From an optimization exercise on the open Yosys and OpenROAD flow, aimed at small area, a short achievable clock period and few clock cycles; shortcuts taken in it are not production practice.

// circular_deque
module circular_deque #(
  parameter int unsigned DEPTH = cdq_pkg::DEPTH_DEF
) (
  input  logic                              clk_i,
  input  logic                              rst_ni,
  input  logic                              req_valid_i,
  output logic                              req_ready_o,
  input  logic [cdq_pkg::OP_W-1:0]          req_operation_i,
  input  logic signed [cdq_pkg::DATA_W-1:0] req_push_value_i,
  output logic                              rsp_valid_o,
  input  logic                              rsp_ready_i,
  output logic                              rsp_status_o,
  output logic signed [cdq_pkg::DATA_W-1:0] rsp_popped_value_o,
  output logic                              rsp_is_full_o,
  output logic                              rsp_is_empty_o
);
For scale: roughly 1,100 cells after synthesis, roughly 580 flip-flops, roughly 0.021 mm^2 of cells after synthesis.
==> module circular_deque, before the edit <==
module circular_deque #(
  parameter int unsigned DEPTH = cdq_pkg::DEPTH_DEF
) (
  input  logic                              clk_i,
  input  logic                              rst_ni,
  input  logic                              req_valid_i,
  output logic                              req_ready_o,
  input  logic [cdq_pkg::OP_W-1:0]          req_operation_i,
  input  logic signed [cdq_pkg::DATA_W-1:0] req_push_value_i,
  output logic                              rsp_valid_o,
  input  logic                              rsp_ready_i,
  output logic                              rsp_status_o,
  output logic signed [cdq_pkg::DATA_W-1:0] rsp_popped_value_o,
  output logic                              rsp_is_full_o,
  output logic                              rsp_is_empty_o
);
  localparam int unsigned DW = cdq_pkg::DATA_W;
  localparam int unsigned N  = 16;
  logic [DW-1:0] ring_mem [N];
  logic [3:0] h_q, t_q;
  logic [4:0] cnt_q;
  logic       full_q, empty_q;
  logic       ready_q;   
  logic         p_v_q, p_st_q, p_full_q, p_empty_q;
  logic [N-1:0] p_sel_q;
  logic          o_v_q, o_st_q, o_full_q, o_empty_q;
  logic [DW-1:0] o_val_q;
  logic [N-1:0] dec_h, dec_t, wr_en, rd_sel;
  logic op_pr, op_pf, op_qf, op_qr, accept, ok;
  logic [DW-1:0] p_val;
  logic o_free, p_to_o, p_v_d, o_v_d, ready;
  always_comb begin
    for (int i = 0; i < N; i++) begin
      dec_h[i] = (h_q == 4'(i));
      dec_t[i] = (t_q == 4'(i));
    end
  end
  assign op_pr  = (req_operation_i == cdq_pkg::OP_PUSH_REAR);
  assign op_pf  = (req_operation_i == cdq_pkg::OP_PUSH_FRONT);
  assign op_qf  = (req_operation_i == cdq_pkg::OP_POP_FRONT);
  assign op_qr  = (req_operation_i == cdq_pkg::OP_POP_REAR);
  assign accept = req_valid_i && ready;
  assign ok     = req_operation_i[1] ? !empty_q : !full_q;
  always_comb begin
    for (int i = 0; i < N; i++) begin
      wr_en[i]  = accept && !full_q &&
                  ((op_pr && dec_t[i]) || (op_pf && dec_h[(i + 1) % N]));
      rd_sel[i] = !empty_q &&
                  ((op_qf && dec_h[i]) || (op_qr && dec_t[(i + 1) % N]));
    end
  end
  always_ff @(posedge clk_i) begin
    for (int i = 0; i < N; i++) begin
      if (wr_en[i]) ring_mem[i] <= req_push_value_i;
    end
  end
  always_ff @(posedge clk_i or negedge rst_ni) begin
    if (!rst_ni) begin
      h_q     <= '0;
      t_q     <= '0;
      cnt_q   <= '0;
      full_q  <= 1'b0;
      empty_q <= 1'b1;
    end else if (accept && ok) begin
      if (!req_operation_i[1]) begin
        cnt_q   <= cnt_q + 5'd1;
        full_q  <= (cnt_q == 5'd15);
        empty_q <= 1'b0;
      end else begin
        cnt_q   <= cnt_q - 5'd1;
        full_q  <= 1'b0;
        empty_q <= (cnt_q == 5'd1);
      end
      case (req_operation_i)
        cdq_pkg::OP_PUSH_REAR:  t_q <= t_q + 4'd1;
        cdq_pkg::OP_PUSH_FRONT: h_q <= h_q - 4'd1;
        cdq_pkg::OP_POP_FRONT:  h_q <= h_q + 4'd1;
        default:                t_q <= t_q - 4'd1;
      endcase
    end
  end
  always_ff @(posedge clk_i) begin
    if (accept) begin
      p_sel_q   <= rd_sel;
      p_st_q    <= !ok;
      p_full_q  <= !req_operation_i[1] && (full_q || cnt_q == 5'd15);
      p_empty_q <= req_operation_i[1] && (empty_q || cnt_q == 5'd1);
    end
  end
  always_comb begin
    p_val = '0;
    for (int i = 0; i < N; i++) p_val = p_val | ({DW{p_sel_q[i]}} & ring_mem[i]);
  end
  assign o_free = !o_v_q || rsp_ready_i;
  assign p_to_o = p_v_q && o_free;
  assign ready  = ready_q || rsp_ready_i;
  assign p_v_d  = accept || (p_v_q && !o_free);
  assign o_v_d  = p_to_o || (o_v_q && !rsp_ready_i);
  always_ff @(posedge clk_i or negedge rst_ni) begin
    if (!rst_ni) begin
      p_v_q   <= 1'b0;
      o_v_q   <= 1'b0;
      ready_q <= 1'b1;
    end else begin
      p_v_q   <= p_v_d;
      o_v_q   <= o_v_d;
      ready_q <= !(p_v_d && o_v_d);
    end
  end
  always_ff @(posedge clk_i) begin
    if (p_to_o) begin
      o_st_q    <= p_st_q;
      o_val_q   <= p_val;
      o_full_q  <= p_full_q;
      o_empty_q <= p_empty_q;
    end
  end
  assign req_ready_o        = ready;
  assign rsp_valid_o        = o_v_q;
  assign rsp_status_o       = o_st_q;
  assign rsp_popped_value_o = o_val_q;
  assign rsp_is_full_o      = o_full_q;
  assign rsp_is_empty_o     = o_empty_q;
endmodule
Settings: LEC_CHECK=0, CAP_MARGIN=20, CORE_MARGIN=2, CORE_UTILIZATION=60, CTS_BUF_LIST=sky130_fd_sc_hd__clkbuf_8, SETUP_SLACK_MARGIN=2.4, SLEW_MARGIN=20; clock period 4.5 ns.
run.sh (not shown) runs the stock make flow with config.mk's settings and CLKGATE_MAP_FILE= SYNTH_SCRIPT=/design/flow/synth_recipe.tcl, a recipe that flattens the netlist after the stock synthesis.
Rerun with:
--- a/flow/design.v
+++ b/flow/design.v
@@ -28,32 +28,34 @@
   localparam int unsigned DW = cdq_pkg::DATA_W;
   localparam int unsigned N  = 16;
   logic [DW-1:0] ring_mem [N];
   logic [3:0] h_q, t_q;
   logic [4:0] cnt_q;
   logic       full_q, empty_q;
-  logic       ready_q;   
+  logic       ready_q;
   logic         p_v_q, p_st_q, p_full_q, p_empty_q;
   logic [N-1:0] p_sel_q;
   logic          o_v_q, o_st_q, o_full_q, o_empty_q;
   logic [DW-1:0] o_val_q;
+  logic          s_v_q, s_st_q, s_full_q, s_empty_q;
+  logic [DW-1:0] s_val_q;
   logic [N-1:0] dec_h, dec_t, wr_en, rd_sel;
   logic op_pr, op_pf, op_qf, op_qr, accept, ok;
   logic [DW-1:0] p_val;
-  logic o_free, p_to_o, p_v_d, o_v_d, ready;
+  logic o_free, p_to_o, p_to_s, s_to_o, p_leave, p_v_d, s_v_d;
   always_comb begin
     for (int i = 0; i < N; i++) begin
       dec_h[i] = (h_q == 4'(i));
       dec_t[i] = (t_q == 4'(i));
     end
   end
   assign op_pr  = (req_operation_i == cdq_pkg::OP_PUSH_REAR);
   assign op_pf  = (req_operation_i == cdq_pkg::OP_PUSH_FRONT);
   assign op_qf  = (req_operation_i == cdq_pkg::OP_POP_FRONT);
   assign op_qr  = (req_operation_i == cdq_pkg::OP_POP_REAR);
-  assign accept = req_valid_i && ready;
+  assign accept = req_valid_i && ready_q;
   assign ok     = req_operation_i[1] ? !empty_q : !full_q;
   always_comb begin
     for (int i = 0; i < N; i++) begin
       wr_en[i]  = accept && !full_q &&
                   ((op_pr && dec_t[i]) || (op_pf && dec_h[(i + 1) % N]));
       rd_sel[i] = !empty_q &&
@@ -99,37 +101,52 @@
     end
   end
   always_comb begin
     p_val = '0;
     for (int i = 0; i < N; i++) p_val = p_val | ({DW{p_sel_q[i]}} & ring_mem[i]);
   end
-  assign o_free = !o_v_q || rsp_ready_i;
-  assign p_to_o = p_v_q && o_free;
-  assign ready  = ready_q || rsp_ready_i;
-  assign p_v_d  = accept || (p_v_q && !o_free);
-  assign o_v_d  = p_to_o || (o_v_q && !rsp_ready_i);
+  assign o_free  = !o_v_q || rsp_ready_i;
+  assign s_to_o  = o_free && s_v_q;
+  assign p_to_o  = o_free && !s_v_q && p_v_q;
+  assign p_to_s  = p_v_q && (s_v_q ? o_free : !o_free);
+  assign p_leave = p_to_o || p_to_s;
+  assign p_v_d   = accept || (p_v_q && !p_leave);
+  assign s_v_d   = p_to_s || (s_v_q && !s_to_o);
   always_ff @(posedge clk_i or negedge rst_ni) begin
     if (!rst_ni) begin
       p_v_q   <= 1'b0;
       o_v_q   <= 1'b0;
+      s_v_q   <= 1'b0;
       ready_q <= 1'b1;
     end else begin
       p_v_q   <= p_v_d;
-      o_v_q   <= o_v_d;
-      ready_q <= !(p_v_d && o_v_d);
+      s_v_q   <= s_v_d;
+      o_v_q   <= s_to_o || p_to_o || (o_v_q && !rsp_ready_i);
+      ready_q <= !(p_v_d && s_v_d);
     end
   end
   always_ff @(posedge clk_i) begin
-    if (p_to_o) begin
+    if (s_to_o) begin
+      o_st_q    <= s_st_q;
+      o_val_q   <= s_val_q;
+      o_full_q  <= s_full_q;
+      o_empty_q <= s_empty_q;
+    end else if (p_to_o) begin
       o_st_q    <= p_st_q;
       o_val_q   <= p_val;
       o_full_q  <= p_full_q;
       o_empty_q <= p_empty_q;
     end
+    if (p_to_s) begin
+      s_st_q    <= p_st_q;
+      s_val_q   <= p_val;
+      s_full_q  <= p_full_q;
+      s_empty_q <= p_empty_q;
+    end
   end
-  assign req_ready_o        = ready;
+  assign req_ready_o        = ready_q;
   assign rsp_valid_o        = o_v_q;
   assign rsp_status_o       = o_st_q;
   assign rsp_popped_value_o = o_val_q;
   assign rsp_is_full_o      = o_full_q;
   assign rsp_is_empty_o     = o_empty_q;
 endmodule
Worst setup slack improved by 0.094 ns.
Hold slack improved by 0.028 ns.
Core utilization is higher by 2.1 points.
Fmax is higher by 4.3%.
Critical path depth is lower by 1.
No functional check of the RTL was part of any run of this note.

## afterwards: timing with drivers on the ports
How much do the figures lean on ideal ports? The routed layouts below were timed once more, with nothing changed but the port constraints.
Step 1 assumes that a clkbuf_16 drives the clock port and a buf_2 every other input.
Step 2 times the ports against the registers' clock, not the clock port: input delays grow and output delays shrink by t, the midpoint of the rising clock arrivals with the driver on.
Three values: ideal ports, drivers, drivers and shift; two values: the first two.
run	t, ns	slack for setup (ns)	worst setup path after step 2
the first run	0.688	2.216 / 2.163 / 1.758	input to register
the second run	0.698	2.310 / 2.259 / 1.679	input to register
After both steps setup and hold are still met in every run listed. The setup slack of the second run, which loses most, moves by -0.051 ns with the drivers and by -0.631 ns with both steps.
